Source: an optimization exercise on an open RTL-to-GDS flow (aim: small area). Production flows keep margins and buffers that such runs may drop. The RTL was checked by simulation tests, not by an equivalence proof against the original design. Power figures rest on the tool's default switching activity, not on a simulated workload.

Design fpMulPrepTop, start of the top module:
module fpMulPrepTop (
    input  wire logic                                   clk,
    input  wire logic                                   rstn,
    input  wire logic [fpPrepPkg::OPERAND_W-1:0]        i_a,
    input  wire logic [fpPrepPkg::OPERAND_W-1:0]        i_b,
    input  wire fpPrepPkg::precMode_t                   i_mode,
    output logic [fpPrepPkg::LANES-1:0]                 o_sign,
    output fpPrepPkg::expSum_t  [fpPrepPkg::LANES-1:0]  o_exp,
    output fpPrepPkg::manTile_t [fpPrepPkg::LANES-1:0]  o_manA,
    output fpPrepPkg::manTile_t [fpPrepPkg::LANES-1:0]  o_manB,
    output fpPrepPkg::precMode_t                        o_mode
);
Settings: LEC_CHECK=0, CAP_MARGIN=20, CORE_AREA=5 5 185 185, DIE_AREA=0 0 190 190, SLEW_MARGIN=20; clock period 8.0 ns.
standard.sh (not shown) runs the stock make flow with config.mk's settings and CLKGATE_MAP_FILE= SYNTH_SCRIPT=/design/flow/synth_recipe.tcl, a recipe that flattens the netlist after the stock synthesis.
==> flow/flow/run.sh <==
#!/bin/bash
# The standard layout with these changes:
#  - synthesis maps logic with abc's area-oriented default script and maps
#    ripple-carry full adders to fa cells (abc_override.tcl); registers are
#    untouched;
#  - port buffers use the smallest buffer cell;
#  - IO pins may sit one track apart, so a smaller die fits all 1110 pins;
#  - each input port's buffer is moved next to its pin before detailed
#    placement (input_buffers_at_pins.tcl), so port nets need no antenna diodes;
#  - the clock tree uses clkbuf_8 cells, up to 16 registers per leaf buffer, and no dummy loads.
set -euo pipefail
W=$PWD
{ head -n 1 synth_recipe.tcl; cat flow/abc_override.tcl; tail -n +2 synth_recipe.tcl; } > synth_area.tcl
sed -e "s#SYNTH_SCRIPT=[^ ]*#SYNTH_SCRIPT=$W/synth_area.tcl#" standard.sh > standard_area.sh
grep -q "SYNTH_SCRIPT=$W/synth_area.tcl" standard_area.sh
export BUFFER_PORTS_ARGS="-buffer_cell sky130_fd_sc_hd__buf_1"
export PLACE_PINS_ARGS="-min_distance 1 -min_distance_in_tracks"
export CTS_ARGS="-sink_clustering_enable -repair_clock_nets -dont_use_dummy_load -buf_list sky130_fd_sc_hd__clkbuf_8 -sink_clustering_size 16 -sink_clustering_max_diameter 60"
export PRE_DETAIL_PLACE_TCL="$W/flow/input_buffers_at_pins.tcl"
bash standard_area.sh > standard.log 2>&1
==> flow/flow/abc_override.tcl <==
# Map with abc's default area-oriented liberty script instead of ORFS's
# delay-driven one (the clock period leaves ample slack). Only the
# combinational mapping changes: registers are mapped before this by dfflibmap.
proc abc {args} {
  foreach opt {-script -D} {
    set i [lsearch -exact $args $opt]
    if {$i >= 0} { set args [lreplace $args $i [expr {$i + 1}]] }
  }
  yosys abc {*}$args
}
# Keep ripple-carry adders (no Kogge-Stone carry map) and skip the generic abc
# pass inside synth, so that the full-adder extraction below finds the adders.
proc synth {args} {
  set i [lsearch -exact $args -extra-map]
  if {$i >= 0} { set args [lreplace $args $i [expr {$i + 1}]] }
  yosys synth -nofsm -noshare -noabc {*}$args
}
# Map full adders to fa cells; half adders are left to abc.
proc extract_fa {args} { yosys extract_fa -fa {*}$args }
==> flow/flow/input_buffers_at_pins.tcl <==
# Before detailed placement: move the buffer of each input port next to its
# pin, so the port's own (undriven) net stays short and needs no antenna diode.
# Detailed placement then legalizes the moved buffers.
set block [ord::get_db_block]
set core [$block getCoreArea]
set site_w 460
set row_h 2720
set moved 0
foreach bterm [$block getBTerms] {
  if {[$bterm getIoType] ne "INPUT"} { continue }
  set net [$bterm getNet]
  if {$net eq "NULL"} { continue }
  set iterms [$net getITerms]
  if {[llength $iterms] != 1} { continue }
  set inst [[lindex $iterms 0] getInst]
  if {[$inst isFixed]} { continue }
  set bbox [$bterm getBBox]
  set x [expr {([$bbox xMin] + [$bbox xMax]) / 2}]
  set y [expr {([$bbox yMin] + [$bbox yMax]) / 2}]
  set w [[$inst getMaster] getWidth]
  set x [expr {max([$core xMin], min($x, [$core xMax] - $w))}]
  set y [expr {max([$core yMin], min($y, [$core yMax] - $row_h))}]
  $inst setLocation $x $y
  incr moved
}
puts "Moved $moved input buffers next to their pins."
Change:
--- a/flow/flow/run.sh
+++ b/flow/flow/run.sh
@@ -3,3 +3,2 @@
-#  - synthesis maps logic with abc's area-oriented default script and maps
-#    ripple-carry full adders to fa cells (abc_override.tcl); registers are
-#    untouched;
+#  - synthesis maps logic with abc's area-oriented default script and without
+#    ORFS's adder extraction (abc_override.tcl); registers are untouched;
@@ -8,2 +6,0 @@
-#  - each input port's buffer is moved next to its pin before detailed
-#    placement (input_buffers_at_pins.tcl), so port nets need no antenna diodes;
@@ -14 +11 @@
-sed -e "s#SYNTH_SCRIPT=[^ ]*#SYNTH_SCRIPT=$W/synth_area.tcl#" standard.sh > standard_area.sh
+sed -e "s#SYNTH_SCRIPT=[^ ]*#SYNTH_SCRIPT=$W/synth_area.tcl ADDER_MAP_FILE=#" standard.sh > standard_area.sh
@@ -19 +15,0 @@
-export PRE_DETAIL_PLACE_TCL="$W/flow/input_buffers_at_pins.tcl"
==> flow/flow/abc_override.tcl (replaced) <==
# Map with abc's default area-oriented liberty script instead of ORFS's
# delay-driven one (the clock period leaves ample slack). Only the
# combinational mapping changes: registers are mapped before this by dfflibmap.
proc abc {args} {
  foreach opt {-script -D} {
    set i [lsearch -exact $args $opt]
    if {$i >= 0} { set args [lreplace $args $i [expr {$i + 1}]] }
  }
  yosys abc {*}$args
}
--- a/flow/config.mk
+++ b/flow/config.mk
@@ -9,2 +9,2 @@
-export CORE_AREA = 5 5 185 185
-export DIE_AREA = 0 0 190 190
+export CORE_AREA = 5 5 235 235
+export DIE_AREA = 0 0 240 240
removed: flow/flow/input_buffers_at_pins.tcl
Outcome: The changed run finished with timing, DRC and antenna clean; worst hold slack improves by 8.1 ps; wire length rises by a quarter to a third; synthesized area hardly moves; worst setup slack improves by 220 ps; utilization falls by 27 points.
Change:
--- a/flow/config.mk
+++ b/flow/config.mk
@@ -9,2 +9,2 @@
-export CORE_AREA = 5 5 235 235
-export DIE_AREA = 0 0 240 240
+export CORE_AREA = 5 5 200 200
+export DIE_AREA = 0 0 205 205
The changed run passed the timing, DRC and antenna checks.
Combinational power decreases by about 3%.
Routed wire length decreases by 13%.
Global-route usage increases by 7.5 points.
Change:
==> flow/flow/run.sh (replaced) <==
#!/bin/bash
# Standard layout, but port buffers are the smallest buffer and the clock tree
# uses small clock buffers without dummy loads.
export BUFFER_PORTS_ARGS="-buffer_cell sky130_fd_sc_hd__buf_1"
export CTS_ARGS="-sink_clustering_enable -repair_clock_nets -dont_use_dummy_load -buf_list sky130_fd_sc_hd__clkbuf_4"
bash standard.sh > standard.log 2>&1
--- a/flow/config.mk
+++ b/flow/config.mk
@@ -7,0 +8 @@
+export ABC_AREA = 1
@@ -9,2 +10,2 @@
-export CORE_AREA = 5 5 200 200
-export DIE_AREA = 0 0 205 205
+export CORE_AREA = 5 5 215 215
+export DIE_AREA = 0 0 220 220
removed: flow/flow/abc_override.tcl
With this change the flow aborted during I/O pin placement (3_2_place_iop) (PPL-0024). Area after synthesis rose by 15%. Synthesized cell count rose by about 45%.
Change:
==> flow/flow/run.sh (replaced) <==
#!/bin/bash
# The standard layout with these changes:
#  - synthesis maps logic with abc's area-oriented default script and without
#    ORFS's adder extraction (abc_override.tcl); registers are untouched;
#  - port buffers use the smallest buffer cell;
#  - IO pins may sit one track apart, so a smaller die fits all 1110 pins;
#  - the clock tree uses clkbuf_8 cells, up to 12 registers per leaf buffer, and no dummy loads.
set -euo pipefail
W=$PWD
{ head -n 1 synth_recipe.tcl; cat flow/abc_override.tcl; tail -n +2 synth_recipe.tcl; } > synth_area.tcl
sed -e "s#SYNTH_SCRIPT=[^ ]*#SYNTH_SCRIPT=$W/synth_area.tcl ADDER_MAP_FILE=#" standard.sh > standard_area.sh
grep -q "SYNTH_SCRIPT=$W/synth_area.tcl" standard_area.sh
export BUFFER_PORTS_ARGS="-buffer_cell sky130_fd_sc_hd__buf_1"
export PLACE_PINS_ARGS="-min_distance 1 -min_distance_in_tracks"
export CTS_ARGS="-sink_clustering_enable -repair_clock_nets -dont_use_dummy_load -buf_list sky130_fd_sc_hd__clkbuf_8 -sink_clustering_size 12 -sink_clustering_max_diameter 50"
bash standard_area.sh > standard.log 2>&1
==> flow/flow/abc_override.tcl (new file) <==
# Map with abc's default area-oriented liberty script instead of ORFS's
# delay-driven one (the clock period leaves ample slack). Only the
# combinational mapping changes: registers are mapped before this by dfflibmap.
proc abc {args} {
  foreach opt {-script -D} {
    set i [lsearch -exact $args $opt]
    if {$i >= 0} { set args [lreplace $args $i [expr {$i + 1}]] }
  }
  yosys abc {*}$args
}
--- a/flow/config.mk
+++ b/flow/config.mk
@@ -8 +7,0 @@
-export ABC_AREA = 1
@@ -10,2 +9,2 @@
-export CORE_AREA = 5 5 215 215
-export DIE_AREA = 0 0 220 220
+export CORE_AREA = 5 5 235 235
+export DIE_AREA = 0 0 240 240
Effect:
- Now the flow ran to the end with no violations
- synthesized cell count is lower by a quarter to a third
- synthesized area is lower by roughly a tenth
Change:
--- a/flow/config.mk
+++ b/flow/config.mk
@@ -9,2 +9,2 @@
-export CORE_AREA = 5 5 235 235
-export DIE_AREA = 0 0 240 240
+export CORE_AREA = 5 5 200 200
+export DIE_AREA = 0 0 205 205
Flip-flop and latch count does not change.
Power is lower by about 2.7%.
Worst setup slack is better by 270 ps.
Area after synthesis stays the same.
Hold slack gets better by 61 ps.
Sequential share of layout area increases by 0.64 points.
Wire length goes down by about 13%.
Via count climbs by about 1.8%.
Critical path depth drops by 1.
Design area came out lower by 1.6%.

re-timing with driven ports:
In the flow no input, the clock included, has a driving cell. The finished layouts below were timed again as built, in two steps. Step 1, drivers: a clkbuf_16 drives clk and a buf_2 each remaining input, both assumed. Step 2 also shifts input and output timing later by t, the mid clock arrival at the registers, as if the neighbouring blocks saw the same clock. Three values: no drivers, after step 1, after step 2; two values: the first two.
| run | t (ns) | setup WS [ns] | worst hold slack (ns) | slew at the worst register clock pin (ns) | worst slew at a driven data input, ns |
|---|---|---|---|---|---|
| the first run | 0.618 | 1.687 / 1.633 / 2.251 | 0.956 / 0.935 / 1.553 | 0.10 / 0.10 | 0.06 |
| the second run | 0.701 | 1.908 / 1.849 / 2.550 | 0.965 / 0.950 / 1.651 | 0.11 / 0.11 | 0.20 |
| the third run | 0.676 | 2.146 / 2.090 / 2.767 | 1.002 / 0.989 / 1.666 | 0.11 / 0.11 | 0.22 |
| the fifth run | 0.740 | 1.910 / 1.852 / 2.592 | 0.935 / 0.922 / 1.662 | 0.08 / 0.08 | 0.21 |
| the sixth run | 0.690 | 2.178 / 2.124 / 2.813 | 0.996 / 0.985 / 1.675 | 0.09 / 0.09 | 0.26 |
After both steps every run listed still meets setup and hold.
